Source: an optimization exercise on an open RTL-to-GDS flow (aim: small area). Production flows keep margins and buffers that such runs may drop.

==> flow/design.v <==
module prog_mem #(
  parameter logic [7:0] NOP_OPCODE = 8'h00,
  parameter int         DEPTH      = 256
) (
  input  logic       clk,
  input  logic       CLB,
  input  logic [7:0] PC,
  output logic [7:0] INST,
  input  logic       load_start,
  input  logic [7:0] load_len,
  input  logic       ld_valid,
  input  logic [7:0] ld_data,
  output logic       ld_ready,
  output logic       busy,
  output logic       done,
  output logic       run
);
  logic       loadQ, doneQ, runQ;
  logic [7:0] wrAddr, lenQ;
  logic [7:0] wrInc;
  logic       start, accept, last;
  assign wrInc    = wrAddr + 8'h01;
  assign start    = load_start & ~loadQ & ~doneQ;
  assign accept   = ld_valid & loadQ;
  assign last     = (wrInc == lenQ);
  assign ld_ready = loadQ;
  assign busy     = loadQ;
  assign done     = doneQ;
  assign run      = runQ;
  always_ff @(posedge clk or negedge CLB) begin
    if (!CLB) begin
      loadQ <= 1'b0;
      doneQ <= 1'b0;
      runQ  <= 1'b0;
    end else begin
      loadQ <= start | (loadQ & ~(accept & last));
      doneQ <= accept & last;
      runQ  <= doneQ | (runQ & ~load_start);
    end
  end
  always_ff @(posedge clk) begin
    if (start) begin
      wrAddr <= 8'h00;
      lenQ   <= load_len;
    end else if (accept) begin
      wrAddr <= wrInc;
    end
  end
  logic [15:0] wLo, wLoN, wHi, wHiN;
  pm_dec4 u_wlo (.a(wrAddr[3:0]), .en(accept), .y(wLo), .yn(wLoN));
  pm_dec4 u_whi (.a(wrAddr[7:4]), .en(1'b1),   .y(wHi), .yn(wHiN));
  logic [15:0] rLo, rLoN, rHi, rHiN;
  pm_dec4 u_rlo (.a(PC[3:0]), .en(runQ), .y(rLo), .yn(rLoN));
  pm_dec4 u_rhi (.a(PC[7:4]), .en(1'b1), .y(rHi), .yn(rHiN));
  logic [7:0] wData;
  assign wData = ~ld_data;
  logic [8*DEPTH-1:0] memN, memD;
  logic [DEPTH-1:0]   selN;
  for (genvar i = 0; i < DEPTH; i++) begin : g_word
    logic we, web;
    pm_wdec u_wdec (.lo(wLo[i % 16]), .hi(wHi[i / 16]), .lon(wLoN[i % 16]), .hin(wHiN[i / 16]),
                    .we(we), .web(web));
    pm_hold8 u_hold (.q(memN[8*i +: 8]), .we(we), .web(web), .y(wData), .d(memD[8*i +: 8]));
    pm_nand2 u_sel (.a(rLo[i % 16]), .b(rHi[i / 16]), .y(selN[i]));
  end
  always_ff @(posedge clk) memN <= memD;
  logic [7:0] t1 [128];
  logic [7:0] t2 [32];
  logic [7:0] t3 [8];
  logic [7:0] t4 [2];
  for (genvar k = 0; k < 128; k++) begin : g_rd
    pm_rd2 u_rd (.sa(selN[2*k]), .qa(memN[16*k +: 8]), .sb(selN[2*k+1]), .qb(memN[16*k+8 +: 8]), .y(t1[k]));
  end
  for (genvar k = 0; k < 32; k++) begin : g_t2
    pm_nor4 u_n (.a(t1[4*k]), .b(t1[4*k+1]), .c(t1[4*k+2]), .d(t1[4*k+3]), .y(t2[k]));
  end
  for (genvar k = 0; k < 8; k++) begin : g_t3
    pm_nand4 u_n (.a(t2[4*k]), .b(t2[4*k+1]), .c(t2[4*k+2]), .d(t2[4*k+3]), .y(t3[k]));
  end
  for (genvar k = 0; k < 2; k++) begin : g_t4
    pm_nor4 u_n (.a(t3[4*k]), .b(t3[4*k+1]), .c(t3[4*k+2]), .d(t3[4*k+3]), .y(t4[k]));
  end
  assign INST = ~(t4[0] & t4[1]);
endmodule
module pm_dec4 (
  input  logic [3:0]  a,
  input  logic        en,
  output logic [15:0] y,
  output logic [15:0] yn
);
  for (genvar j = 0; j < 16; j++) begin : g
    assign y[j]  = en & (a == j);
    assign yn[j] = ~(en & (a == j));
  end
endmodule
module pm_wdec (
  input  logic lo,
  input  logic hi,
  input  logic lon,
  input  logic hin,
  output logic we,
  output logic web
);
  assign we  = ~(lon | hin);
  assign web = ~(lo & hi);
endmodule
module pm_hold8 (
  input  logic [7:0] q,
  input  logic       we,
  input  logic       web,
  input  logic [7:0] y,
  output logic [7:0] d
);
  assign d = (q & {8{web}}) | (y & {8{we}});
endmodule
module pm_nand2 (
  input  logic a,
  input  logic b,
  output logic y
);
  assign y = ~(a & b);
endmodule
module pm_rd2 (
  input  logic       sa,
  input  logic [7:0] qa,
  input  logic       sb,
  input  logic [7:0] qb,
  output logic [7:0] y
);
  assign y = ~(({8{sa}} | qa) & ({8{sb}} | qb));
endmodule
module pm_nor4 (
  input  logic [7:0] a, b, c, d,
  output logic [7:0] y
);
  assign y = ~(a | b | c | d);
endmodule
module pm_nand4 (
  input  logic [7:0] a, b, c, d,
  output logic [7:0] y
);
  assign y = ~(a & b & c & d);
endmodule
export LEC_CHECK = 0
export CAP_MARGIN = 20
export CORE_MARGIN = 2
export CORE_UTILIZATION = 55
export SLEW_MARGIN = 20
export SYNTH_HIERARCHICAL = 1
create_clock -name core_clock -period 8.0 [get_ports {clk}]
standard.sh (not shown) runs the stock make flow with config.mk's settings and CLKGATE_MAP_FILE= SYNTH_SCRIPT=/design/flow/synth_recipe.tcl, a recipe that flattens the netlist after the stock synthesis.
==> flow/flow/run.sh <==
#!/bin/bash
# Own layout flow: the standard synthesis, then a netlist clean-up (ABC's buffers removed and
# combinational cells set to their smallest drive strength; registers untouched), then the
# standard layout from floorplan to finish on that netlist.
set -euo pipefail
R=orfs/results/${FLOW_PLATFORM}/prog_mem/base
bash standard.sh synth > synth.log 2>&1
cp $R/1_2_yosys.v $R/1_2_yosys.std.v
python3 flow/tune.py $R/1_2_yosys.std.v $R/1_2_yosys.v flow/cells.txt > tune.log 2>&1
touch $R/1_2_yosys.v
bash standard.sh > layout.log 2>&1
==> flow/flow/tune.py <==
#!/usr/bin/env python3
"""Post-process the standard synthesis netlist: remove the buffers ABC inserted between
internal nets and set every combinational cell to its smallest drive strength. Registers are
left exactly as synthesised. Later repair steps resize and buffer where timing needs it.
usage: tune.py IN.v OUT.v CELLS.txt"""
import re, sys

src, dst, cells_file = sys.argv[1:4]
cells = set(open(cells_file).read().split())
text = open(src).read()

m = re.search(r'\bmodule\s+(\S+)\s*\((.*?)\);', text, re.S)
hdr_end = m.end()
body_start = hdr_end
end = text.rfind('endmodule')
body = text[body_start:end]

ports = set()
for d in re.finditer(r'^\s*(input|output|inout)\s+(?:\[[^\]]*\]\s*)?(\S+)\s*;', body, re.M):
    ports.add(d.group(2))

inst_re = re.compile(r'^(\s*)sky130_fd_sc_hd__(\w+)\s+(\S+)\s*\((.*?)\);\n', re.S | re.M)
pin_re = re.compile(r'\.(\w+)\(\s*(.*?)\s*\)(?=\s*,|\s*$)', re.S)

def base_net(n):
    n = n.strip()
    mm = re.match(r'^(\\\S+|\w+)', n)
    return mm.group(1) if mm else n

assigns = set()
for a in re.finditer(r'^\s*assign\s+(.*?);', body, re.M | re.S):
    for tok in re.findall(r'\\\S+|[A-Za-z_]\w*', a.group(1)):
        assigns.add(tok)

insts = []
for im in inst_re.finditer(body):
    pins = [(p.group(1), p.group(2).strip()) for p in pin_re.finditer(im.group(4))]
    insts.append([im.start(), im.end(), im.group(1), im.group(2), im.group(3), pins])

# buffers to remove: output not a port and not used in an assign
subst = {}
removed = set()
for k, (s, e, ind, typ, name, pins) in enumerate(insts):
    if re.match(r'(clk)?buf_\d+$', typ):
        pd = dict(pins)
        a, x = pd.get('A'), pd.get('X')
        if a is None or x is None:
            continue
        if base_net(x) in ports or base_net(x) in assigns or x in assigns:
            continue
        if a.startswith("1'") or x.startswith("1'"):
            continue
        subst[x] = a
        removed.add(k)

def resolve(n):
    seen = 0
    while n in subst and seen < 10000:
        n = subst[n]; seen += 1
    return n

def small(typ):
    mm = re.match(r'(.+)_(\d+)$', typ)
    if not mm:
        return typ
    b, sz = mm.group(1), int(mm.group(2))
    if re.match(r'(df|edf|sdf|dl|sedf)', b) or b in ('conb', 'tapvpwrvgnd', 'decap', 'fill', 'diode'):
        return typ
    for cand in (1, 0, 2):
        if cand < sz and f'{b}_{cand}' in cells:
            return f'{b}_{cand}'
    return typ

out = []
pos = 0
nrem = nsize = 0
for k, (s, e, ind, typ, name, pins) in enumerate(insts):
    out.append(body[pos:s])
    pos = e
    if k in removed:
        nrem += 1
        continue
    t2 = small(typ)
    if t2 != typ:
        nsize += 1
    pl = ',\n'.join(f'{ind}  .{p}({resolve(n)} )' for p, n in pins)
    out.append(f'{ind}sky130_fd_sc_hd__{t2} {name} (\n{pl}\n{ind});\n')
out.append(body[pos:])
newbody = ''.join(out)
# nets only declared as wires can stay declared; unused wires are harmless.
open(dst, 'w').write(text[:body_start] + newbody + text[end:])
print(f'removed {nrem} buffers, downsized {nsize} cells, kept {len(insts)-nrem} cells')
Other scripts of this flow, unchanged in this note and not shown: flow/flow/cells.txt
The first run reached the layout checks and failed them: negative setup slack.
Edit:
--- a/flow/flow/tune.py
+++ b/flow/flow/tune.py
@@ -85,3 +85,3 @@
         nsize += 1
-    pl = ',\n'.join(f'{ind}  .{p}({resolve(n)} )' for p, n in pins)
+    pl = ',\n'.join(f'{ind}  .{p}({resolve(n)})' for p, n in pins)
     out.append(f'{ind}sky130_fd_sc_hd__{t2} {name} (\n{pl}\n{ind});\n')
Result: Now the flow failed in netlist read-in after synthesis (1_synth).
Function was not checked in any run of this note: the RTL went through the layout flow alone.

[port drivers added, routing unchanged]
How much do the figures lean on ideal ports? The routed layout below was timed once more, with nothing changed but the port constraints.
Step 1 (the two cells are an assumption about what drives the block):
set clk [get_ports {clk}]
set_driving_cell -lib_cell sky130_fd_sc_hd__clkbuf_16 $clk
set_driving_cell -lib_cell sky130_fd_sc_hd__buf_2 [delete_from_list [all_inputs] $clk]
Step 2 also shifts input and output timing later by t, the mid clock arrival at the registers, as if the neighbouring blocks saw the same clock.
Three values: ideal ports, drivers, drivers and shift; two values: the first two.
run: the first run
t (ns): 0.902
setup WS [ns]: -0.161 / -0.188 / -0.188
clock arrival spread, ns: 0.030 / 0.030
For the first run, drivers alone change the setup slack by -0.027 ns; drivers and shift together by -0.027 ns.
